What follows belongs to an exercise in optimizing a design on an open flow for small area, a short achievable clock period and few clock cycles; a production flow would make more cautious choices. Only simulation tests tie the RTL to the original design; equivalence was not proved. Power and IR drop assume default switching activity.

--- flow/design.v ---
package wbps_pkg;
  localparam int ADDR_W     = 32;
  localparam int LEN_W      = 5;
  localparam int CFG_IDX_W  = 2;
  localparam int CFG_DATA_W = 64;
  localparam int PAT_BYTES  = 16;
  localparam int OFF_W      = 16;
  localparam logic [CFG_IDX_W-1:0] CFG_PATTERN_LOW    = 2'd0;
  localparam logic [CFG_IDX_W-1:0] CFG_PATTERN_HIGH   = 2'd1;
  localparam logic [CFG_IDX_W-1:0] CFG_CARE_MASK      = 2'd2;
  localparam logic [CFG_IDX_W-1:0] CFG_PATTERN_LENGTH = 2'd3;
endpackage
module wbps_cfg_regs
(
  input  logic                                clk,
  input  logic                                rst,
  input  logic                                cfg_valid,
  output logic                                cfg_ready,
  input  logic [wbps_pkg::CFG_IDX_W-1:0]      cfg_index,
  input  logic [wbps_pkg::CFG_DATA_W-1:0]     cfg_data,
  output logic [8*wbps_pkg::PAT_BYTES-1:0]    pattern,
  output logic [wbps_pkg::PAT_BYTES-1:0]      care_mask,
  output logic                                len_zero,
  output logic [3:0]                          len_neg
);
  logic [4:0] wlen;
  assign cfg_ready = 1'b1;
  assign wlen      = cfg_data[wbps_pkg::LEN_W-1:0];
  always_ff @(posedge clk) begin
    if (rst) begin
      pattern   <= '0;
      care_mask <= '0;
      len_zero  <= 1'b1;
      len_neg   <= '0;
    end else if (cfg_valid) begin
      unique case (cfg_index)
        wbps_pkg::CFG_PATTERN_LOW:    pattern[63:0]   <= cfg_data;
        wbps_pkg::CFG_PATTERN_HIGH:   pattern[127:64] <= cfg_data;
        wbps_pkg::CFG_CARE_MASK:      care_mask       <= cfg_data[wbps_pkg::PAT_BYTES-1:0];
        wbps_pkg::CFG_PATTERN_LENGTH: begin
          len_zero <= (wlen == 5'd0);
          len_neg  <= wlen[4] ? 4'h1 : (4'd1 - wlen[3:0]);
        end
      endcase
    end
  end
endmodule
module wbps_core
(
  input  logic                              clk,
  input  logic                              rst,
  input  logic                              advance,
  input  logic [7:0]                        data_byte,
  input  logic                              first_of_region,
  input  logic                              start_of_scan,
  input  logic                              end_of_scan,
  input  logic [8*wbps_pkg::PAT_BYTES-1:0]  pattern,
  input  logic [wbps_pkg::PAT_BYTES-1:0]    care_mask,
  input  logic                              len_zero,
  input  logic [3:0]                        len_neg,
  output logic                              res_valid,
  output logic                              hit,
  output logic [wbps_pkg::OFF_W-1:0]        off,
  output logic                              may_hit_next
);
  localparam int P  = wbps_pkg::PAT_BYTES;
  localparam int OW = wbps_pkg::OFF_W;
  logic [P-2:0]  pre;         
  logic          reported;
  logic          restart;
  logic          reported_eff;
  logic          reported_next;
  logic          reported_after;
  logic [P-1:0]  byte_ok;
  logic [P-1:0]  pre_next;
  logic [P-1:0]  last_sel;    
  logic [P-1:0]  last_arm;    
  logic          armed_next;
  logic [OW-1:0] off_init;
  logic [OW-1:0] off_inc;
  logic [OW-1:0] off_next;
  assign restart      = first_of_region | start_of_scan;
  assign reported_eff = reported & ~start_of_scan;
  always_comb begin
    for (int k = 0; k < P; k++) begin
      byte_ok[k] = ~care_mask[k] | (data_byte == pattern[8*k +: 8]);
    end
  end
  always_comb begin
    pre_next[0] = byte_ok[0];
    for (int k = 1; k < P; k++) begin
      pre_next[k] = pre[k-1] & ~restart & byte_ok[k];
    end
  end
  always_comb begin
    for (int k = 0; k < P; k++) begin
      last_sel[k] = (len_neg == 4'(-k));
    end
    last_arm[0] = last_sel[0];
    for (int k = 1; k < P; k++) begin
      last_arm[k] = last_sel[k] & pre[k-1] & ~restart;
    end
  end
  assign hit = len_zero | |(last_arm & byte_ok);
  assign off_init = len_zero ? '0 : {{(OW-4){|len_neg}}, len_neg};
  always_comb begin
    logic [OW-1:0] ones;
    ones = off;
    for (int d = 1; d < OW; d = 2 * d) begin
      for (int i = OW - 1; i >= d; i--) begin
        ones[i] = ones[i] & ones[i-d];
      end
    end
    off_inc = off ^ {ones[OW-2:0], 1'b1};
  end
  assign off_next = (restart | len_zero) ? off_init : off_inc;
  assign res_valid      = ~reported_eff & (hit | end_of_scan);
  assign reported_next  = reported_eff | hit | end_of_scan;
  assign reported_after = advance ? reported_next : reported;
  always_comb begin
    armed_next = 1'b0;
    for (int k = 2; k < P; k++) begin
      armed_next = armed_next | (last_sel[k] & (advance ? (pre[k-2] & ~restart) : pre[k-1]));
    end
    armed_next = armed_next | last_sel[1];
  end
  assign may_hit_next = len_zero | last_sel[0] | (~reported_after & armed_next);
  always_ff @(posedge clk) begin
    if (advance) begin
      pre <= pre_next[P-2:0];
      off <= off_next;
    end
  end
  always_ff @(posedge clk) begin
    if (rst) begin
      reported <= 1'b0;
    end else if (advance) begin
      reported <= reported_next;
    end
  end
endmodule
module wildcard_byte_pattern_scanner
#(
  parameter int MAX_PATTERN = 16
)
(
  input  logic                  clk,
  input  logic                  rst,
  input  logic                  in_valid,
  output logic                  in_ready,
  input  logic [7:0]            data_byte,
  input  logic [wbps_pkg::ADDR_W-1:0]     region_base,
  input  logic                  first_of_region,
  input  logic                  start_of_scan,
  input  logic                  end_of_scan,
  output logic                  out_valid,
  input  logic                  out_ready,
  output logic                  found,
  output logic [wbps_pkg::ADDR_W-1:0]     match_address,
  input  logic                  cfg_valid,
  output logic                  cfg_ready,
  input  logic [wbps_pkg::CFG_IDX_W-1:0]  cfg_index,
  input  logic [wbps_pkg::CFG_DATA_W-1:0] cfg_data
);
  localparam int OW = wbps_pkg::OFF_W;
  localparam int AW = wbps_pkg::ADDR_W;
  logic [8*wbps_pkg::PAT_BYTES-1:0] pattern;
  logic [wbps_pkg::PAT_BYTES-1:0]   care_mask;
  logic                             len_zero;
  logic [3:0]                       len_neg;
  logic              in_ready_q;
  logic              pend_nf;     
  logic              add1;        
  logic              add2;        
  logic              res_found;
  logic [AW-1:0]     res_addr;
  logic              carry_lo;    
  logic              carry_mid;   
  logic              in_fire;
  logic              out_free;
  logic              core_res_valid;
  logic              new_res;
  logic              core_hit;
  logic [OW-1:0]     core_off;
  logic              may_hit_next;
  logic              add1_next;
  logic              out_valid_next;
  logic              pend_nf_next;
  logic [8:0]        sum_lo;
  logic [8:0]        sum_mid;
  wbps_cfg_regs u_cfg (
    .clk       (clk),
    .rst       (rst),
    .cfg_valid (cfg_valid),
    .cfg_ready (cfg_ready),
    .cfg_index (cfg_index),
    .cfg_data  (cfg_data),
    .pattern   (pattern),
    .care_mask (care_mask),
    .len_zero  (len_zero),
    .len_neg   (len_neg)
  );
  assign in_ready = in_ready_q;
  assign in_fire  = in_valid & in_ready_q;
  assign out_free = ~add1 & ~add2 & (~out_valid | out_ready);
  wbps_core u_core (
    .clk             (clk),
    .rst             (rst),
    .advance         (in_fire),
    .data_byte       (data_byte),
    .first_of_region (first_of_region),
    .start_of_scan   (start_of_scan),
    .end_of_scan     (end_of_scan),
    .pattern         (pattern),
    .care_mask       (care_mask),
    .len_zero        (len_zero),
    .len_neg         (len_neg),
    .res_valid       (core_res_valid),
    .hit             (core_hit),
    .off             (core_off),
    .may_hit_next    (may_hit_next)
  );
  assign new_res        = in_fire & core_res_valid;
  assign add1_next      = out_free & (pend_nf | new_res);
  assign out_valid_next = add2 | (out_valid & ~out_ready);
  assign pend_nf_next   = ~out_free & (pend_nf | new_res);
  always_ff @(posedge clk) begin
    if (rst) begin
      add1       <= 1'b0;
      add2       <= 1'b0;
      out_valid  <= 1'b0;
      pend_nf    <= 1'b0;
      in_ready_q <= 1'b1;
    end else begin
      add1       <= add1_next;
      add2       <= add1;
      out_valid  <= out_valid_next;
      pend_nf    <= pend_nf_next;
      in_ready_q <= ~pend_nf_next &
                    (~(add1_next | add1 | out_valid_next) | ~may_hit_next);
    end
  end
  assign sum_lo  = {1'b0, res_addr[7:0]}  + {1'b0, core_off[7:0]};
  assign sum_mid = {1'b0, res_addr[15:8]} + {1'b0, core_off[15:8]};
  always_ff @(posedge clk) begin
    if (add1) begin
      res_addr[7:0]   <= res_found ? sum_lo[7:0]     : '0;
      res_addr[15:8]  <= res_found ? sum_mid[7:0]    : '0;
      res_addr[31:16] <= res_found ? res_addr[31:16] : '0;
      carry_lo        <= res_found & sum_lo[8];
      carry_mid       <= res_found & sum_mid[8];
    end else if (add2) begin
      res_addr[15:8]  <= res_addr[15:8] + {7'd0, carry_lo};
      res_addr[31:16] <= res_addr[31:16] +
                         {15'd0, carry_mid | (carry_lo & (&res_addr[15:8]))};
    end else if (out_free) begin
      res_addr  <= region_base;
      res_found <= core_hit & ~pend_nf;
    end
  end
  assign found         = res_found;
  assign match_address = res_addr;
endmodule
--- flow/constraint.sdc ---
create_clock -name core_clock -period 8.0 [get_ports {clk}]
set_input_delay 1.6000 -clock core_clock [delete_from_list [all_inputs] [get_ports {clk}]]
set_output_delay 1.6000 -clock core_clock [all_outputs]
set_load 0.01 [all_outputs]
--- flow/flow/run.sh ---
#!/bin/bash
set -euo pipefail
export BUFFER_PORTS_ARGS="-buffer_cell sky130_fd_sc_hd__buf_2"
bash standard.sh > standard.log 2>&1
--- flow/standard.sh ---
#!/bin/bash
# synth_recipe.tcl (not shown) runs the flow's synth.tcl, then flattens the netlist and writes it again
# the make line also repeats each setting of config.mk as NAME=value (left out here)
make -C /OpenROAD-flow-scripts/flow DESIGN_CONFIG=/design/flow/config.mk WORK_HOME=/design/flow/orfs CLKGATE_MAP_FILE= SYNTH_SCRIPT=/design/flow/synth_recipe.tcl "${@:-finish}"
--- flow/config.mk ---
export PLATFORM = sky130hd
export DESIGN_NAME = wildcard_byte_pattern_scanner
export DESIGN_NICKNAME = wildcard_byte_pattern_scanner
export VERILOG_FILES = /design/flow/design.v
export SDC_FILE = /design/flow/constraint.sdc
export NUM_CORES = 8
export LEC_CHECK = 0
export CAP_MARGIN = 20
export CORE_MARGIN = 2
export CORE_UTILIZATION = 40
export CTS_BUF_LIST = sky130_fd_sc_hd__clkbuf_4 sky130_fd_sc_hd__clkbuf_8
export SETUP_SLACK_MARGIN = 5
export SLEW_MARGIN = 20
==> key figures, run 1 <==
Clock tree
  – H-tree depth: 2
  – Clk buf depth: 3
  – Total CTS buffers: 39
  – Clk root buf: clkbuf_8
  – Worst skew pair latency: 0.55 ns
  – CTS sink cnt: about 220
  – Clock slew at reported path FFs: ~0.060 ns
  – TritonCTS clock tree: built

Timing
  – Fin crit share: 38.15%
  – Setup Skew: between 0.03 and 0.04 ns
  – Max_slew headroom: 45.98%
  – Setup violators final: 0
  – Max Slew Vio Count: 0
  – Worst setup margin: 4.948 ns
  – Endpoints failing hold: 0
  – Post-layout min period: 3.052 ns
  – Slew @ Worst Pin: 0.8078 ns
  – WHS: 0.4561 ns
  – Setup TNS: 0 ns
  – RSZ-0062 raised after global routing: true
  – FMAX: 327.7 MHz

Global routing
  – GRT Overall Usage: 20.70%
  – Pin count of the biggest net entering global routing: 65
  – Number of global-route vias before repair: 9,652
  – Initial antenna violation count: 3
  – First-pass GRT wire length: around 51,000 um
  – GRT overflow: 0

Worst setup path
  – Crit. End Element: flip-flop
  – Reg2Reg Depth: 7
  – Worst r2r dst: in_ready_q
  – Worst Setup SP: data_byte[0]
  – Buffer and inverter count on the worst path: 1
  – Worst endpoint required time: 8.43 ns
  – CP top delay family: compound AO/OA/AOI/OAI gates
  – Critical Path End: in_ready_q
  – Delay of the slowest cell on the worst path: 0.43 ns
  – WP depth: 10
  – Critical path cell sequence: buf_12 -> xnor2_1 -> nand4_1 -> o21ai_1 -> and3_1 -> a22o_1 -> a2111oi_4 -> a21oi_2 -> a221oi_2 -> o21bai_1
  – Worst r2r src: u_cfg.len_neg[3]
  – Crit path kind: in2reg
  – Worst Path Arrival: 3.48 ns
  – Slowest stage cell on the critical path: a2111oi_4
  – Critical-path maximum fanout: 16
  – R2r setup slk: 5.45 ns
  – Crit path launch type: input pin

Synthesis
  – Top_reg_cell synth: dfxtp_1
  – Share of the synthesized area in the top cell type: between 20% and 30%
  – Syn_area_per_cell: 8.520 sq um
  – Main combinational cell family by area after synthesis: simple AND/OR/NAND/NOR gates
  – Netlist cell types: 61
  – Net Count, Synth: 1,471
  – Post-synthesis mux area share: less than 1%
  – Yosys warnings: 3
  – Simple-Gate Fraction of Synth Area: 19.94%
  – Synth Instances: 1,333
  – Post-synthesis sequential area ratio: 44.77%
  – Xor/xnor cell area share of the yosys netlist: 13.19%
  – Cell area after synthesis: 11,360 sq um
  – Synth Area in Compound Gates: between 10 and 15%
  – Number of synthesized register bits: 221
  – Synth Area in Adders: about 2.8%
  – Area contributors post-synth: dfxtp_1 (27%), edfxtp_1 (17%), nand2_1 (11%), xnor2_1 (11%), a21oi_1 (7.5%)
  – Synth area leader: dfxtp_1
  – Post-synth EDFFs: 66
  – Post-synth ARST share: 0%

Floorplan
  – Die ar.: 29,760 sq um
  – Starting Density: 40.77%
  – Die Height: 172.5 um
  – Total core area: 27,860 sq um
  – Die X: between 150 and 200 um
  – Io pins: 150
  – Site Rows: around 60

Detailed routing
  – DR DRC count: 0
  – Vias/cell: 5.220
  – Vias post-DR: 9,652
  – Drt total wl: 31,230 um
  – Count of routing violations after the opening detailed-route iteration: 648
  – Post-route ant nets: 0
  – Routed WL per cell: 16.89 um
  – 1st-pass router iterations: 5

Hold path
  – Hold path depth: 2
  – HP Class: reg2reg

Final layout
  – Fin nets: 1,581
  – Fin util: 47.81%
  – Final std cells w/o fill: about 1,800
  – Layout area overhead: 17.27%
  – Most common cell after layout, fill and taps aside: nand2_1
  – Most frequent cells in the layout: nand2_1 (323), a21oi_1 (169), dfxtp_1 (155)
  – Multi-input logic area: between 5000 and 6000 sq um
  – Seq. cell area: 5085 sq um
  – Layout cells sized above 1: between 10% and 20%
  – Fillcell total: around 2,800

Pwr
  – Pleak: approximately 4.8 nW
  – PwrDens: 217.4 nW/um^2
  – Worst vdd ir: 0.0001192 V

Placed design
  – Post-placement cell count: 1,777
  – DPL Wire Length: 21,120 um
  – Placer Congestion: 0.8248
  – Pre-CTS WS: 3.690 ns
  – Input/output buffers: 148

Run status
  – Status: complete, no violations

Run
  – Max-Cap Viols: 0
## worst min path at each step
stage / slack [ns] / from / end
after floorplan: 0.43 / u_cfg.care_mask[14] / u_cfg.care_mask[14]
after global placement: 0.44 / u_cfg.care_mask[1] / u_cfg.care_mask[1]
after detailed placement: 0.45 / u_cfg.care_mask[5] / u_cfg.care_mask[5]
after CTS: 0.45 / u_cfg.care_mask[5] / u_cfg.care_mask[5]
after global routing: 0.48 / u_cfg.care_mask[5] / u_cfg.care_mask[5]
final: 0.46 / u_cfg.care_mask[14] / u_cfg.care_mask[14]
## registers in the layout (all words and copies together), names as in the netlist, 4 cells and up
name / cells
u_cfg.care_mask: 16
u_cfg.len_neg: 4
u_cfg.pattern: 128
u_core.pre: 15
u_core.off: 16
res_addr: 32
## worst min-delay path, stage by stage, from the launching register on
cell and delay (ns):
dfxtp_1 0.31, nand2_1 0.05, a21oi_1 0.05
## logic make-up after synthesis
family,Yosys count
adders and majority gates,24
buffers and inverters,115
AOI/OAI and AO/OA,281
muxes,6
DFF,221
and+or+nand+nor,514
xor gates and xnor gates,171
other,1
## cell type report
| cell class | count | area share [%] |
|---|---|---|
| Sequential cell | 221 | 38.18 |
| Clock buffer | 62 | 5.514 |
| Inverter | 22 | 0.6482 |
| Antenna cell | 2 | 0.03758 |
| Tap cell | 378 | 3.551 |
| Timing Repair Buffer | 162 | 7.506 |
| Clock inverter | 5 | 0.6200 |
| Multi-Input combinational cell | 997 | 43.95 |
## per-layer routing
metal | vias to the layer above | wire length (um) | global-route usage, %
li1 | 4771 | - | -
met1 | 4595 | 13840 | 27.04
met2 | 240 | 15110 | 35.09
met3 | 44 | 1601 | 3.271
met4 | 2 | 665 | 6.481
met5 | - | 11 | 0
## synthesized netlist by cell type, types with 2 or more instances
| cell | number |
|---|---|
| nand2_1 | 324 |
| a21oi_1 | 171 |
| dfxtp_1 | 155 |
| xnor2_1 | 138 |
| clkbuf_1 | 66 |
| edfxtp_1 | 66 |
| nor2_1 | 48 |
| nand4_1 | 42 |
| o21ai_0 | 42 |
| nand3_1 | 33 |
| xor2_1 | 33 |
| ha_1 | 22 |
| inv_1 | 21 |
| and3_1 | 19 |
| a211oi_1 | 17 |
| buf_4 | 15 |
| o22ai_1 | 12 |
| nor2b_1 | 11 |
| nor3_1 | 7 |
| o21bai_1 | 7 |
| buf_1 | 6 |
| mux2i_1 | 5 |
| or3_1 | 5 |
| and2_1 | 4 |
| and4_1 | 4 |
| o21a_1 | 4 |
| o21ai_1 | 4 |
| buf_2 | 3 |
| buf_6 | 3 |
| nor3b_1 | 3 |
| nor4_1 | 3 |
| a21o_1 | 2 |
| a311oi_1 | 2 |
| a31oi_1 | 2 |
| a41o_1 | 2 |
| a41oi_1 | 2 |
| fa_1 | 2 |
| nand2b_1 | 2 |
| o2111ai_1 | 2 |
| o31ai_1 | 2 |
| or2_2 | 2 |
## per-stage QoR
step | power, mW | cell area, sq um
detailed placement | 1.793 | 12260
global placement | 1.781 | 12240
global route | 3.033 | 13320
finish | 2.895 | 13320
CTS | 2.920 | 13170
floorplan | 1.642 | 11420
## where the power goes
group,internal [mW],total [mW],switching (mW)
Sequential,1.24,1.32,0.0796
Combinational,0.203,0.460,0.258
Clock,0.645,1.11,0.466
Total,2.09,2.90,0.803
## repair_timing
| action | CTS | global route |
|---|---|---|
| pin swaps | 2 | 6 |
| hold buffers | 0 | 0 |
| setup buffers | 1 | 2 |
| resized for setup | 27 | 24 |
| endpoints found under the setup margin | 5 | 4 |
| hold endpoints to repair | 0 | 0 |
Testbench counts, summed over its fixed seeds: cycles 91,925.
==> run 2: changes to the inputs <==
--- a/flow/config.mk
+++ b/flow/config.mk
@@ -5,9 +5,12 @@
 export SDC_FILE = /design/flow/constraint.sdc
 export NUM_CORES = 8
 export LEC_CHECK = 0
+export ABC_AREA = 1
 export CAP_MARGIN = 20
 export CORE_MARGIN = 2
 export CORE_UTILIZATION = 40
-export CTS_BUF_LIST = sky130_fd_sc_hd__clkbuf_4 sky130_fd_sc_hd__clkbuf_8
+export CTS_BUF_LIST = sky130_fd_sc_hd__clkbuf_8 sky130_fd_sc_hd__clkbuf_16
+export CTS_CLUSTER_DIAMETER = 100
+export CTS_CLUSTER_SIZE = 30
 export SETUP_SLACK_MARGIN = 5
 export SLEW_MARGIN = 20
==> key figures, run 2 <==
Run status
  – Status: complete, no violations

Timing
  – RSZ-0062 raised after global routing: true
  – Setup TNS: 0 ns (unchanged)
  – Max_slew headroom: 51.52% (+5.5 points)
  – Endpoints failing hold: 0 (unchanged)
  – Setup Skew: 0.02097 ns (-0.01224 ns)
  – Slew @ Worst Pin: 0.7273 ns (-0.08055 ns)
  – Setup violators final: 0 (unchanged)
  – FMAX: 349.6 MHz (+6.7%)
  – Post-layout min period: 2.861 ns (-0.1910 ns)
  – Max Slew Vio Count: 0 (unchanged)
  – Fin crit share: 35.76% (-2.4 points)

Clock tree
  – Clk buf depth: 3 (unchanged)
  – Clock slew at reported path FFs: 0.12 ns (+0.06 ns)
  – TritonCTS clock tree: built
  – Worst skew pair latency: 0.49 ns (-0.06 ns)
  – # hold bufs at CTS: 0 (unchanged)
  – H-tree depth: 1 (-1)
  – CTS sink cnt: 221 (unchanged)
  – Total CTS buffers: 12 (-69%)
  – Clk root buf: clkbuf_16

Placed design
  – Input/output buffers: 148 (unchanged)
  – Placer Congestion: 0.8847 (+7.3%)
  – DPL Wire Length: 21,250 um (+0.60%)

Pwr
  – PwrDens: 194.4 nW/um^2 (-11%)
  – Power Total: 2.553 mW (-12%)
  – Pleak: 5.449 nW (+14%)
  – Worst vdd ir: 0.0001665 V (+40%)

Floorplan
  – Die X: 174.7 um (+1.3%)
  – Starting Density: 40.60% (-0.17 points)
  – Total core area: 28,700 sq um (+3.0%)
  – Die Height: 174.7 um (+1.3%)
  – Die ar.: 30,510 sq um (+2.5%)
  – Io pins: 150 (unchanged)
  – Site Rows: 62 (+1.6%)

Worst setup path
  – Worst r2r dst: res_addr[30]
  – Critical Path End: u_cfg.pattern[108]
  – Reg2Reg Depth: 20 (+13)
  – Crit path launch type: input pin
  – Critical-path maximum fanout: 66 (+50)
  – Crit. End Element: flip-flop
  – Worst Path Arrival: 3.29 ns (-0.19 ns)
  – Crit path kind: in2reg
  – Worst endpoint required time: 8.43 ns (about the same)
  – Worst Setup SP: cfg_valid
  – R2r setup slk: 5.17 ns (-0.28 ns)
  – Worst r2r src: res_addr[14]

Global routing
  – Initial antenna violation count: 4 (+1)
  – GRT overflow: 0 (unchanged)
  – Number of global-route vias before repair: 9,462 (-2.0%)
  – First-pass GRT wire length: 49,400 um (-2.6%)
  – GRT Overall Usage: 19.88% (-0.82 points)
  – Pin count of the biggest net entering global routing: 95 (+46%)

Final layout
  – Most common cell after layout, fill and taps aside: nor2_1
  – Layout cells sized above 1: 13.24% (-4.1 points)
  – Fin nets: 1,771 (+12%)
  – Max reg flops: 128 (unchanged)
  – Layout area overhead: 12.70%
  – Most frequent cells in the layout: nor2_1 (357), nand2_1 (254), o21ai_0 (186)
  – Largest registers: u_cfg.pattern (128), res_addr (32)
  – Most flops, register: u_cfg.pattern
  – Fillcell total: 2,964 (+7.2%)

Synthesis
  – Net Count, Synth: 1,664 (+13%)
  – Post-synth top cells: nor2_1 (361), nand2_1 (258), o21ai_0 (186)
  – Cell area after synthesis: 11,650 sq um (+2.6%)
  – Area contributors post-synth: dfxtp_1 (27%), edfxtp_1 (17%), nor2_1 (12%), xnor2_1 (9.2%), nand2_1 (8.3%)
  – Syn_area_per_cell: 7.637 sq um (-10%)
  – Yosys warnings: 3 (unchanged)
  – Netlist cell types: 49 (-20%)
  – Post-synth ARST share: 0% (unchanged)
  – Share of the synthesized area in the top cell type: 26.63% (-0.70 points)
  – Number of synthesized register bits: 221 (unchanged)
  – Synth Instances: 1,526 (+14%)
  – Top_reg_cell synth: dfxtp_1
  – Top-count cell post-synth: nor2_1
  – Synth area leader: dfxtp_1
  – Post-synthesis sequential area ratio: 43.63% (-1.1 points)
  – Post-synth EDFFs: 66 (unchanged)

Hold path
  – HP Start: u_cfg.pattern[41]
  – HP Class: reg2reg

Detailed routing
  – DR DRC count: 0 (unchanged)
  – Count of routing violations after the opening detailed-route iteration: 689 (+6.3%)
  – Drt total wl: 30,820 um (-1.3%)
  – Post-route ant nets: 0 (unchanged)
  – Vias/cell: 4.979 (-4.6%)
  – Vias post-DR: 10,080 (+4.5%)
  – Routed WL per cell: 15.22 um (-9.9%)
  – 1st-pass router iterations: 7 (+2)

Run
  – Max-Cap Viols: 0 (unchanged)
[run 2: metal layers]
metal | vias up | GRT usage [%] | wire, um
met4 | 4 | 3.646 | 504
met3 | 30 | 3.046 | 1545
met5 | - | 0 | 25
met2 | 240 | 33.60 | 14050
met1 | 4661 | 27.17 | 14700
li1 | 5147 | - | -
[run 2: critical path: stages]
cell	delay, ns
buf_2	0.12
nand2_1	0.10
nor2_4	0.04
clkbuf_8	0.26
inv_4	0.31
buf_4	0.45
o21ai_0	0.17
a21oi_1	0.17
[run 2: timing repair]
item                                   4_1_cts  5_1_grt
endpoints found under the hold margin        0        0
gates cloned                                 1        0
setup endpoints to repair                   63       19
pin swaps                                    0        5
setup buffers                                3        8
resized for setup                           15       21
[run 2: power breakdown]
part | internal, mW | total [mW] | switching, mW | leakage, nW
clock | 0.332 | 0.739 | 0.407 | 0.203
combinational | 0.198 | 0.485 | 0.287 | 3.30
sequential | 1.25 | 1.33 | 0.0742 | 1.94
[run 2: worst min path at each step]
stage,to,cells past startpoint,slack (ns)
6_report,u_cfg.pattern[41],2,0.48
5_1_grt,u_cfg.pattern[41],2,0.49
4_1_cts,u_cfg.pattern[41],2,0.48
3_5_place_dp,u_cfg.pattern[41],2,0.46
3_3_place_gp,u_cfg.pattern[16],2,0.45
2_1_floorplan,u_cfg.pattern[126],2,0.44
[run 2: cell families (layout without fill, tap and decap cells)]
logic type / count (synthesis) / after routing / synth area share [%]
simple gates: 689 / 689 / 23.36
fa+ha+maj: 24 / 24 / 2.706
flops: 221 / 221 / 43.63
mux: 1 / 1 / 0.08590
xor+xnor: 129 / 129 / 9.695
buf+inv: 170 / 283 / 6.818
compound gates: 291 / 291 / 13.67
other cells: 1 / 3 / 0.03218
[run 2: layout make-up]
type / instances / area (sq um) / share of cell area [%]
Inverter: 95 / 370.4 / 2.820
Clock inverter: 6 / 58.81 / 0.4477
Clock buffer: 14 / 350.3 / 2.667
Timing Repair Buffer: 167 / 952.2 / 7.250
Antenna cell: 2 / 5.005 / 0.03811
Sequential cell: 221 / 5085 / 38.72
Timing Repair inverter: 1 / 7.507 / 0.05716
Tap cell: 384 / 480.5 / 3.658
Multi-Input combinational cell: 1135 / 5824 / 44.35
[run 2: per-stage QoR]
| stage | area, sq um | hold slack [ns] | util [%] | instances | setup slack (ns) |
|---|---|---|---|---|---|
| floorplan | 11660 | 0.4421 | - | 1526 | 5.044 |
| global placement | 12510 | 0.4536 | 43.58 | 1991 | 3.970 |
| detailed placement | 12510 | 0.4631 | 43.58 | 1991 | 4.002 |
| CTS | 12990 | 0.4802 | 45.26 | 2015 | 4.996 |
| global route | 13130 | 0.4946 | 45.74 | 2023 | 4.873 |
| finish | 13130 | 0.4799 | 45.76 | 2025 | 5.139 |
==> run 3: changes to the inputs <==
--- a/flow/design.v
+++ b/flow/design.v
@@ -9,6 +9,28 @@
   localparam logic [CFG_IDX_W-1:0] CFG_PATTERN_HIGH   = 2'd1;
   localparam logic [CFG_IDX_W-1:0] CFG_CARE_MASK      = 2'd2;
   localparam logic [CFG_IDX_W-1:0] CFG_PATTERN_LENGTH = 2'd3;
+  function automatic logic [8:0] add8(input logic [7:0] a, input logic [7:0] b);
+    logic [7:0] g, p;
+    g = a & b;
+    p = a ^ b;
+    for (int d = 1; d < 8; d = 2 * d) begin
+      for (int i = 7; i >= d; i--) begin
+        g[i] = g[i] | (p[i] & g[i-d]);
+        p[i] = p[i] & p[i-d];
+      end
+    end
+    add8 = {g[7], a ^ b ^ {g[6:0], 1'b0}};
+  endfunction
+  function automatic logic [15:0] inc16(input logic [15:0] a, input logic c);
+    logic [15:0] ones;
+    ones = a;
+    for (int d = 1; d < 16; d = 2 * d) begin
+      for (int i = 15; i >= d; i--) begin
+        ones[i] = ones[i] & ones[i-d];
+      end
+    end
+    inc16 = a ^ ({ones[14:0], 1'b1} & {16{c}});
+  endfunction
 endpackage
 module wbps_cfg_regs
 (
@@ -184,6 +206,8 @@
   logic [OW-1:0]     core_off;
   logic              may_hit_next;
   logic              add1_next;
+  logic              add2_next;
+  logic              direct;
   logic              out_valid_next;
   logic              pend_nf_next;
   logic [8:0]        sum_lo;
@@ -221,8 +245,11 @@
     .may_hit_next    (may_hit_next)
   );
   assign new_res        = in_fire & core_res_valid;
-  assign add1_next      = out_free & (pend_nf | new_res);
-  assign out_valid_next = add2 | (out_valid & ~out_ready);
+  assign direct         = new_res & core_hit &
+                          (len_zero | ((first_of_region | start_of_scan) & (len_neg == 4'd0)));
+  assign add1_next      = out_free & (pend_nf | (new_res & ~direct));
+  assign add2_next      = add1 & res_found;
+  assign out_valid_next = add2 | (add1 & ~res_found) | (out_free & direct) | (out_valid & ~out_ready);
   assign pend_nf_next   = ~out_free & (pend_nf | new_res);
   always_ff @(posedge clk) begin
     if (rst) begin
@@ -233,15 +260,15 @@
       in_ready_q <= 1'b1;
     end else begin
       add1       <= add1_next;
-      add2       <= add1;
+      add2       <= add2_next;
       out_valid  <= out_valid_next;
       pend_nf    <= pend_nf_next;
       in_ready_q <= ~pend_nf_next &
-                    (~(add1_next | add1 | out_valid_next) | ~may_hit_next);
-    end
-  end
-  assign sum_lo  = {1'b0, res_addr[7:0]}  + {1'b0, core_off[7:0]};
-  assign sum_mid = {1'b0, res_addr[15:8]} + {1'b0, core_off[15:8]};
+                    (~(add1_next | add2_next | out_valid_next) | ~may_hit_next);
+    end
+  end
+  assign sum_lo  = wbps_pkg::add8(res_addr[7:0],  core_off[7:0]);
+  assign sum_mid = wbps_pkg::add8(res_addr[15:8], core_off[15:8]);
   always_ff @(posedge clk) begin
     if (add1) begin
       res_addr[7:0]   <= res_found ? sum_lo[7:0]     : '0;
@@ -250,9 +277,9 @@
       carry_lo        <= res_found & sum_lo[8];
       carry_mid       <= res_found & sum_mid[8];
     end else if (add2) begin
-      res_addr[15:8]  <= res_addr[15:8] + {7'd0, carry_lo};
-      res_addr[31:16] <= res_addr[31:16] +
-                         {15'd0, carry_mid | (carry_lo & (&res_addr[15:8]))};
+      res_addr[15:8]  <= 8'(wbps_pkg::inc16({8'd0, res_addr[15:8]}, carry_lo));
+      res_addr[31:16] <= wbps_pkg::inc16(res_addr[31:16],
+                                         carry_mid | (carry_lo & (&res_addr[15:8])));
     end else if (out_free) begin
       res_addr  <= region_base;
       res_found <= core_hit & ~pend_nf;
==> key figures, run 3 <==
Timing
  – FMAX: 350.1 MHz (+0.15%)
  – Setup TNS: 0 ns (unchanged)
  – Worst setup margin: 5.143 ns (+0.004220 ns)
  – Setup violators final: 0 (unchanged)
  – Fin crit share: 35.71% (-0.053 points)
  – Max_slew headroom: 43.34% (-8.2 points)
  – Slew @ Worst Pin: 0.8499 ns (+0.1226 ns)
  – Max Slew Vio Count: 0 (unchanged)
  – Endpoints failing hold: 0 (unchanged)
  – Setup Skew: 0.02343 ns (+0.002457 ns)
  – RSZ-0062 raised after global routing: true
  – Post-layout min period: 2.857 ns (-0.004220 ns)

Floorplan
  – Total core area: 28,780 sq um (+0.27%)
  – Site Rows: 62 (unchanged)
  – Die ar.: 30,750 sq um (+0.76%)
  – Die X: 175.3 um (+0.38%)
  – Io pins: 150 (unchanged)
  – Die Height: 175.3 um (+0.38%)
  – Starting Density: 40.81% (+0.20 points)

Global routing
  – Met1 usage: 29.42% (+2.2 points)
  – Met2 GRT Util: 33.65% (+0.048 points)
  – Initial antenna violation count: 3 (-1)
  – Pin count of the biggest net entering global routing: 128 (+35%)
  – First-pass GRT wire length: 52,140 um (+5.5%)
  – Number of global-route vias before repair: 9,825 (+3.8%)
  – GR Util met3: 2.554% (-0.49 points)
  – GRT overflow: 0 (unchanged)
  – Busiest grt layer: met2
  – GRT Overall Usage: 20.87% (+0.99 points)

Detailed routing
  – Routed WL per cell: 15.51 um (+1.9%)
  – Drt total wl: 32,300 um (+4.8%)
  – 1st-pass router iterations: 5 (-2)
  – Vias post-DR: 10,470 (+3.9%)
  – Count of routing violations after the opening detailed-route iteration: 639 (-7.3%)
  – Vias/cell: 5.027 (+0.97%)
  – DR DRC count: 0 (unchanged)
  – Post-route ant nets: 0 (unchanged)

Final layout
  – Most common cell after layout, fill and taps aside: nand2_1
  – Largest registers: u_cfg.pattern (128), res_addr (32)
  – Most frequent cells in the layout: nand2_1 (324), nor2_1 (225), o21ai_0 (187)
  – Layout cells sized above 1: 12.96% (-0.28 points)
  – Fillcell total: 2,947 (-0.57%)
  – Max reg flops: 128 (unchanged)
  – Fin util: 46.23% (+0.47 points)
  – Most flops, register: u_cfg.pattern
  – Fin nets: 1,827 (+3.2%)
  – Layout area overhead: 13.30%
  – Fin area: 13,310 sq um (+1.3%)

Placed design
  – Placement Cell Area: 12,730 sq um (+1.7%)
  – Input/output buffers: 148 (unchanged)
  – DPL Wire Length: 22,940 um (+8.0%)
  – Pre-CTS WS: 4.003 ns (+0.0007700 ns)
  – Placer Congestion: 0.8609 (-2.7%)

Clock tree
  – Worst skew pair latency: 0.50 ns (about the same)
  – TritonCTS clock tree: built
  – H-tree depth: 1 (unchanged)
  – Clk buf depth: 3 (unchanged)
  – Clk root buf: clkbuf_16
  – CTS sink cnt: 221 (unchanged)
  – # hold bufs at CTS: 0 (unchanged)
  – Total CTS buffers: 12 (unchanged)
  – Clock slew at reported path FFs: 0.12 ns (about the same)

Synthesis
  – Share of the synthesized area in the top cell type: 26.42% (-0.20 points)
  – Netlist cell types: 52 (+6.1%)
  – Cell area after synthesis: 11,740 sq um (+0.77%)
  – Post-synthesis sequential area ratio: 43.30% (-0.33 points)
  – Net Count, Synth: 1,725 (+3.7%)
  – Area contributors post-synth: dfxtp_1 (26%), edfxtp_1 (17%), nand2_1 (10%), o21ai_0 (8.0%), nor2_1 (7.3%)
  – Top-count cell post-synth: nand2_1
  – Yosys warnings: 3 (unchanged)
  – Number of synthesized register bits: 221 (unchanged)
  – Top_reg_cell synth: dfxtp_1
  – Synth Instances: 1,589 (+4.1%)
  – Post-synth ARST share: 0% (unchanged)
  – Syn_area_per_cell: 7.391 sq um (-3.2%)
  – Post-synth EDFFs: 66 (unchanged)
  – Synth area leader: dfxtp_1
  – Post-synth top cells: nand2_1 (327), nor2_1 (229), o21ai_0 (187)

Hold path
  – HP Class: reg2reg
  – HP Start: u_cfg.pattern[98]

Pwr
  – Worst vdd ir: 0.0001142 V (-31%)
  – PwrDens: 183.6 nW/um^2 (-5.5%)
  – Pleak: 5.465 nW (+0.30%)
  – Power Total: 2.443 mW (-4.3%)

Worst setup path
  – Worst Path Arrival: 3.26 ns (-0.03 ns)
  – Critical-path maximum fanout: 16 (-76%)
  – Worst r2r src: u_core.off[1]
  – Worst Setup SP: data_byte[5]
  – Worst endpoint required time: 8.40 ns (-0.03 ns)
  – Crit path launch type: input pin
  – Crit. End Element: flip-flop
  – Crit path kind: in2reg

Run
  – Max-Cap Viols: 0 (unchanged)

Run status
  – Status: complete, no violations
[run 3: changes by cell type in the layout (fill, tap and decap cells not counted), moves of 4 or more]
cell,delta
a21boi_0,-5
a21oi_1,+74
and3_1,-6
buf_4,-5
inv_1,+76
nand2_1,+70
nand3_1,-4
nand4_1,+15
nor2_1,-132
nor3_1,+9
o21ai_1,+4
xnor2_1,-41
[run 3: cells by family (layout without fill, tap and decap cells)]
family | after synthesis | in the layout | share of synthesized area, %
fa+ha+maj | 22 | 22 | 2.472
simple gates | 648 | 648 | 22.75
xor+xnor | 87 | 87 | 6.488
flops | 221 | 221 | 43.30
other cells | 1 | 3 | 0.03193
buf+inv | 248 | 356 | 8.470
compound gates | 362 | 362 | 16.49
[run 3: routing by layer]
layer	vias up	share of wire, %	wire length (um)
li1	5366	-	-
met1	4801	48	15450
met2	255	45	14530
met3	49	4.5	1455
met4	0	2.7	867
met5	-	0	0
[run 3: layout make-up]
type	count	area [sq um]	share of cell area [%]
sequential	221	5085	38.22
clock inverter	7	85.08	0.6395
clock buffer	13	325.3	2.445
inverter	174	671.9	5.050
multi-input combinational	1120	5719	42.98
tap	384	480.5	3.611
antenna	2	5.005	0.03762
timing repair buffer	162	933.4	7.015
[run 3: worst paths after layout]
| path | to | slack [ns] | cells after the start |
|---|---|---|---|
| max reg2reg | u_core.off[14] | 5.51 | 14 |
| min | u_cfg.pattern[98] | 0.47 | 2 |
| min reg2reg | u_cfg.pattern[98] | 0.47 | 2 |
| max | in_ready_q | 5.14 | 17 |
[run 3: repair_timing]
item	CTS	global route
endpoints found under the setup margin	109	17
gates resized for setup	17	22
pin swaps	0	1
buffers inserted	1	4
[run 3: power by group]
group / leakage (nW) / internal (mW) / switching (mW) / total [mW]
Sequential: 1.94 / 1.23 / 0.0608 / 1.29
Clock: 0.204 / 0.342 / 0.403 / 0.744
Combinational: 3.32 / 0.160 / 0.245 / 0.406
Total: 5.47 / 1.73 / 0.709 / 2.44
[run 3: through the flow]
stage / hold slack (ns) / instances
floorplan: 0.4363 / 1589
detailed placement: 0.4520 / 2056
global placement: 0.4451 / 2056
finish: 0.4672 / 2083
global route: 0.4909 / 2083
CTS: 0.4678 / 2077
[run 3: critical path, cell delays in order]
cell and delay [ns]:
buf_8 0.19, inv_2 0.11, or2_0 0.22, nand3_1 0.11
nor2_1 0.05, nand2_1 0.10, nand2_1 0.07, nand2_1 0.05
nand2_1 0.05, nor2_1 0.09, nand2_1 0.10, nor2_2 0.16
nand3_1 0.08, nand2_1 0.09, nand2_1 0.05, nand3_1 0.07
nand2_1 0.05
Testbench counts of run 3, summed over its fixed seeds: cycles 91,431.
==> run 4: changes to the inputs <==
--- a/flow/design.v
+++ b/flow/design.v
@@ -20,6 +20,18 @@
       end
     end
     add8 = {g[7], a ^ b ^ {g[6:0], 1'b0}};
+  endfunction
+  function automatic logic [16:0] add16(input logic [15:0] a, input logic [15:0] b);
+    logic [15:0] g, p;
+    g = a & b;
+    p = a ^ b;
+    for (int d = 1; d < 16; d = 2 * d) begin
+      for (int i = 15; i >= d; i--) begin
+        g[i] = g[i] | (p[i] & g[i-d]);
+        p[i] = p[i] & p[i-d];
+      end
+    end
+    add16 = {g[15], a ^ b ^ {g[14:0], 1'b0}};
   endfunction
   function automatic logic [15:0] inc16(input logic [15:0] a, input logic c);
     logic [15:0] ones;
@@ -193,11 +205,8 @@
   logic              in_ready_q;
   logic              pend_nf;     
   logic              add1;        
-  logic              add2;        
   logic              res_found;
   logic [AW-1:0]     res_addr;
-  logic              carry_lo;    
-  logic              carry_mid;   
   logic              in_fire;
   logic              out_free;
   logic              core_res_valid;
@@ -206,12 +215,10 @@
   logic [OW-1:0]     core_off;
   logic              may_hit_next;
   logic              add1_next;
-  logic              add2_next;
   logic              direct;
   logic              out_valid_next;
   logic              pend_nf_next;
-  logic [8:0]        sum_lo;
-  logic [8:0]        sum_mid;
+  logic [16:0]       sum_lo;
   wbps_cfg_regs u_cfg (
     .clk       (clk),
     .rst       (rst),
@@ -226,7 +233,7 @@
   );
   assign in_ready = in_ready_q;
   assign in_fire  = in_valid & in_ready_q;
-  assign out_free = ~add1 & ~add2 & (~out_valid | out_ready);
+  assign out_free = ~add1 & (~out_valid | out_ready);
   wbps_core u_core (
     .clk             (clk),
     .rst             (rst),
@@ -248,38 +255,26 @@
   assign direct         = new_res & core_hit &
                           (len_zero | ((first_of_region | start_of_scan) & (len_neg == 4'd0)));
   assign add1_next      = out_free & (pend_nf | (new_res & ~direct));
-  assign add2_next      = add1 & res_found;
-  assign out_valid_next = add2 | (add1 & ~res_found) | (out_free & direct) | (out_valid & ~out_ready);
+  assign out_valid_next = add1 | (out_free & direct) | (out_valid & ~out_ready);
   assign pend_nf_next   = ~out_free & (pend_nf | new_res);
   always_ff @(posedge clk) begin
     if (rst) begin
       add1       <= 1'b0;
-      add2       <= 1'b0;
       out_valid  <= 1'b0;
       pend_nf    <= 1'b0;
       in_ready_q <= 1'b1;
     end else begin
       add1       <= add1_next;
-      add2       <= add2_next;
       out_valid  <= out_valid_next;
       pend_nf    <= pend_nf_next;
       in_ready_q <= ~pend_nf_next &
-                    (~(add1_next | add2_next | out_valid_next) | ~may_hit_next);
-    end
-  end
-  assign sum_lo  = wbps_pkg::add8(res_addr[7:0],  core_off[7:0]);
-  assign sum_mid = wbps_pkg::add8(res_addr[15:8], core_off[15:8]);
+                    (~(add1_next | out_valid_next) | ~may_hit_next);
+    end
+  end
+  assign sum_lo = wbps_pkg::add16(res_addr[15:0], core_off);
   always_ff @(posedge clk) begin
     if (add1) begin
-      res_addr[7:0]   <= res_found ? sum_lo[7:0]     : '0;
-      res_addr[15:8]  <= res_found ? sum_mid[7:0]    : '0;
-      res_addr[31:16] <= res_found ? res_addr[31:16] : '0;
-      carry_lo        <= res_found & sum_lo[8];
-      carry_mid       <= res_found & sum_mid[8];
-    end else if (add2) begin
-      res_addr[15:8]  <= 8'(wbps_pkg::inc16({8'd0, res_addr[15:8]}, carry_lo));
-      res_addr[31:16] <= wbps_pkg::inc16(res_addr[31:16],
-                                         carry_mid | (carry_lo & (&res_addr[15:8])));
+      res_addr <= res_found ? {wbps_pkg::inc16(res_addr[31:16], sum_lo[16]), sum_lo[15:0]} : '0;
     end else if (out_free) begin
       res_addr  <= region_base;
       res_found <= core_hit & ~pend_nf;
==> key figures, run 4 <==
Run status
  – Status: complete, no violations

Synthesis
  – Cell area after synthesis: 11,700 sq um (-0.36%)
  – Post-synth ARST share: 0% (unchanged)
  – Area contributors post-synth: dfxtp_1 (26%), edfxtp_1 (16%), nand2_1 (11%), o21ai_0 (7.9%), nor2_1 (7.8%)
  – Yosys warnings: 3 (unchanged)
  – Net Count, Synth: 1,745 (+1.2%)
  – Share of the synthesized area in the top cell type: 26.35% (-0.075 points)
  – Synth Area in Adders: 2.203% (-0.27 points)
  – Post-synth top cells: nand2_1 (356), nor2_1 (243), o21ai_0 (185)
  – Synth Area in Compound Gates: 16.43% (-0.058 points)
  – Post-synthesis mux area share: 0% (unchanged)
  – Xor/xnor cell area share of the yosys netlist: 5.539% (-0.95 points)
  – Number of synthesized register bits: 218 (-1.4%)
  – Syn_area_per_cell: 7.263 sq um (-1.7%)
  – Main combinational cell family by area after synthesis: simple AND/OR/NAND/NOR gates
  – Top_reg_cell synth: dfxtp_1
  – Synth area leader: dfxtp_1
  – Post-synth EDFFs: 64 (-3.0%)
  – Simple-Gate Fraction of Synth Area: 24.28% (+1.5 points)
  – Netlist cell types: 49 (-5.8%)
  – Synth Instances: 1,611 (+1.4%)
  – Post-synthesis sequential area ratio: 42.77% (-0.53 points)
  – Top-count cell post-synth: nand2_1

Final layout
  – Fin util: 46.12% (-0.11 points)
  – Final std cells w/o fill: 2,110 (+1.3%)
  – Layout cells sized above 1: 13.33% (+0.36 points)
  – Fin nets: 1,855 (+1.5%)
  – Largest registers: u_cfg.pattern (128), res_addr (32)
  – Most common cell after layout, fill and taps aside: nand2_1
  – Most flops, register: u_cfg.pattern
  – Fillcell total: 2,976 (+0.98%)
  – ANT cells: 0 (-2)
  – Most frequent cells in the layout: nand2_1 (347), nor2_1 (240), o21ai_0 (184)
  – Max reg flops: 128 (unchanged)
  – Layout area overhead: 13.44%

Hold path
  – HP Class: reg2reg

Floorplan
  – Die X: 175.0 um (-0.18%)
  – Site Rows: 62 (unchanged)
  – Starting Density: 40.66% (-0.15 points)
  – Die ar.: 30,640 sq um (-0.35%)
  – Total core area: 28,780 sq um (unchanged)
  – Die Height: 175.0 um (-0.18%)
  – Io pins: 150 (unchanged)

Detailed routing
  – DR DRC count: 0 (unchanged)
  – Drt total wl: 34,670 um (+7.3%)
  – 1st-pass router iterations: 5 (unchanged)
  – Vias post-DR: 10,720 (+2.4%)
  – Routed WL per cell: 16.43 um (+6.0%)
  – Count of routing violations after the opening detailed-route iteration: 804 (+26%)
  – Post-route ant nets: 0 (unchanged)
  – Vias/cell: 5.080 (+1.1%)

Global routing
  – First-pass GRT wire length: 53,840 um (+3.3%)
  – GRT Overall Usage: 22.12% (+1.2 points)
  – Initial antenna violation count: 0 (-3)
  – Pin count of the biggest net entering global routing: 112 (-13%)
  – GRT overflow: 0 (unchanged)
  – Number of global-route vias before repair: 9,859 (+0.35%)

Timing
  – Fin crit share: 35.70% (about the same)
  – Endpoints failing hold: 0 (unchanged)
  – Max Slew Vio Count: 0 (unchanged)
  – Slew @ Worst Pin: 0.7359 ns (-0.1139 ns)
  – Setup Skew: 0.03086 ns (+0.007433 ns)
  – Setup violators final: 0 (unchanged)
  – Max_slew headroom: 50.94% (+7.6 points)
  – Setup TNS: 0 ns (unchanged)
  – RSZ-0062 raised after global routing: true
  – FMAX: 350.1 MHz (about the same)
  – Post-layout min period: 2.856 ns (-0.0005700 ns)

Pwr
  – Power Total: 2.424 mW (-0.79%)
  – Switch Pwr: 734.1 uW (+3.6%)
  – Clock share of power: 29.9% (-0.6 points)
  – Logic pwr share: 17.9% (+1.3 points)
  – Worst vdd ir: 0.0001357 V (+19%)
  – Pleak: 5.417 nW (-0.88%)
  – Pint: 1.690 mW (-2.6%)
  – Switching share of power: 30.29% (+1.3 points)
  – Sequential power share: 52.2% (-0.7 points)
  – PwrDens: 182.6 nW/um^2 (-0.56%)

Worst setup path
  – CP top delay family: adder cells
  – Critical path cell sequence: ha_2 -> fa_1 -> nand3_1 -> nand3_1 -> nand2_1 -> a31oi_2 -> a21boi_2 -> buf_4 -> o21ai_4 -> ha_1 -> or2_2 -> a32o_1
  – CP dominant cell by count: nand3_1
  – Crit path launch type: flip-flop
  – Crit path kind: reg2reg
  – Buffer and inverter count on the worst path: 1 (-1)
  – Worst Path Arrival: 3.13 ns (-0.13 ns)
  – Delay of the slowest cell on the worst path: 0.43 ns (+0.21 ns)
  – Slowest stage cell on the critical path: edfxtp_1
  – Worst endpoint required time: 8.27 ns (-0.13 ns)
  – Critical-path maximum fanout: 10 (-6)
  – Crit. End Element: flip-flop

Placed design
  – DPL Wire Length: 25,240 um (+10%)
  – Placer Congestion: 0.8723 (+1.3%)
  – Post-placement cell count: 2,077 (+1.0%)
  – Input/output buffers: 148 (unchanged)

Clock tree
  – Worst skew pair latency: 0.50 ns (about the same)
  – Total CTS buffers: 12 (unchanged)
  – CTS sink cnt: 218 (-1.4%)
  – Clk root buf: clkbuf_16
  – Clk buf depth: 3 (unchanged)
  – # hold bufs at CTS: 0 (unchanged)
  – Clock slew at reported path FFs: 0.12 ns (about the same)
  – TritonCTS clock tree: built
  – H-tree depth: 1 (unchanged)

Run
  – Max-Cap Viols: 0 (unchanged)
run 4: cell count changes after synthesis, moves of 13 or more:
cell and change:
inv_1 -21, buf_6 +13, nor2_1 +14, nand2_1 +29
buf_4 -14, nand3_1 +17
run 4: repair_timing:
action                                  4_1_cts  5_1_grt
endpoints found under the setup margin       23       22
pin swaps                                     1        5
resized for setup                            17       40
buffers inserted                              1       13
run 4: worst paths after layout:
| kind | start | end | slack, ns | cells after the start |
|---|---|---|---|---|
| setup / recovery | u_core.off[0] | res_addr[17] | 5.14 | 12 |
| hold / removal | u_cfg.pattern[109] | u_cfg.pattern[109] | 0.47 | 2 |
| setup reg to reg | u_core.off[0] | res_addr[17] | 5.14 | 12 |
| hold reg to reg | u_cfg.pattern[109] | u_cfg.pattern[109] | 0.47 | 2 |
run 4: cell families after synthesis:
family / count (synthesis)
AO/OA/AOI/OAI: 362
adder cells (fa/ha/maj): 20
flip-flops: 218
buffers and inverters: 232
other: 1
AND/OR/NAND/NOR: 704
XOR/XNOR: 74
run 4: power by group through the flow:
| stage | clock, mW | sequential (mW) | combinational [mW] |
|---|---|---|---|
| global placement | 0 | 1.29 | 0.408 |
| global route | 0.785 | 1.27 | 0.486 |
| CTS | 0.749 | 1.26 | 0.419 |
| detailed placement | 0 | 1.29 | 0.411 |
| floorplan | 0 | 1.28 | 0.280 |
| finish | 0.726 | 1.26 | 0.433 |
run 4: worst register-to-register path, cell delays in order (launching register included):
cell      delay (ns)
edfxtp_1        0.43
ha_2            0.21
fa_1            0.41
nand3_1         0.09
nand3_1         0.11
nand2_1         0.11
a31oi_2         0.12
a21boi_2        0.15
buf_4           0.16
o21ai_4         0.12
ha_1            0.24
or2_2           0.27
a32o_1          0.21
run 4: final cells by class:
cell class                      count  area (sq um)  area share [%]
Clock buffer                       13         325.3           2.451
Clock inverter                      6         62.56          0.4713
Inverter                          158         615.6           4.638
Multi-Input combinational cell   1161          5746           43.28
Sequential cell                   218          5005           37.70
Tap cell                          384         480.5           3.620
Timing Repair Buffer              170          1040           7.833
run 4: per-layer routing:
metal / share of wire (%) / vias to the layer above / wire [um] / global-route usage [%]
met1: 47 / 4982 / 16410 / 30.87
met2: 46 / 249 / 16090 / 36.84
met4: 1.7 / 0 / 597 / 4.583
met3: 4.5 / 34 / 1570 / 2.676
li1: - / 5454 / - / -
met5: 0 / - / 0 / 0
run 4: through the flow:
step / cell area [sq um] / setup WS, ns / hold WS [ns]
after floorplan: 11700 / 5.016 / 0.4363
after global placement: 12580 / 4.149 / 0.4458
after detailed placement: 12580 / 4.120 / 0.4518
after CTS: 13030 / 4.938 / 0.4682
after global routing: 13270 / 4.988 / 0.4953
final: 13270 / 5.144 / 0.4665
Testbench counts of run 4, summed over its fixed seeds: cycles 91,362.

==> what the ideal ports hide <==
No port has a modelled driver above. Below, the same layouts with a new extraction and two added sets of constraints.
Step 1 sets driving cells, clkbuf_16 on the clock port and buf_2 on the other inputs (assumed; they add their load-dependent delay and slew).
Step 2 times the ports against the registers' clock, not the clock port: input delays grow and output delays shrink by t, the midpoint of the rising clock arrivals with the driver on.
Slacks: ideal ports / drivers / drivers and shift; pairs: ideal ports / drivers.
run | t (ns) | slack for setup (ns) | hold WS [ns] | worst slew at a driven data input, ns
run 1 | 0.573 | 4.948 / 4.924 / 4.351 | 0.456 / 0.456 / 0.456 | 0.08
run 2 | 0.530 | 5.139 / 5.141 / 4.630 | 0.480 / 0.480 / 0.480 | 0.07
run 3 | 0.531 | 5.143 / 5.127 / 4.596 | 0.467 / 0.467 / 0.467 | 0.07
run 4 | 0.538 | 5.144 / 5.141 / 4.604 | 0.467 / 0.467 / 0.467 | 0.08
After both steps every run listed still meets setup and hold. For run 1, which loses most, drivers alone change the setup slack by -0.024 ns; drivers and shift together by -0.597 ns.
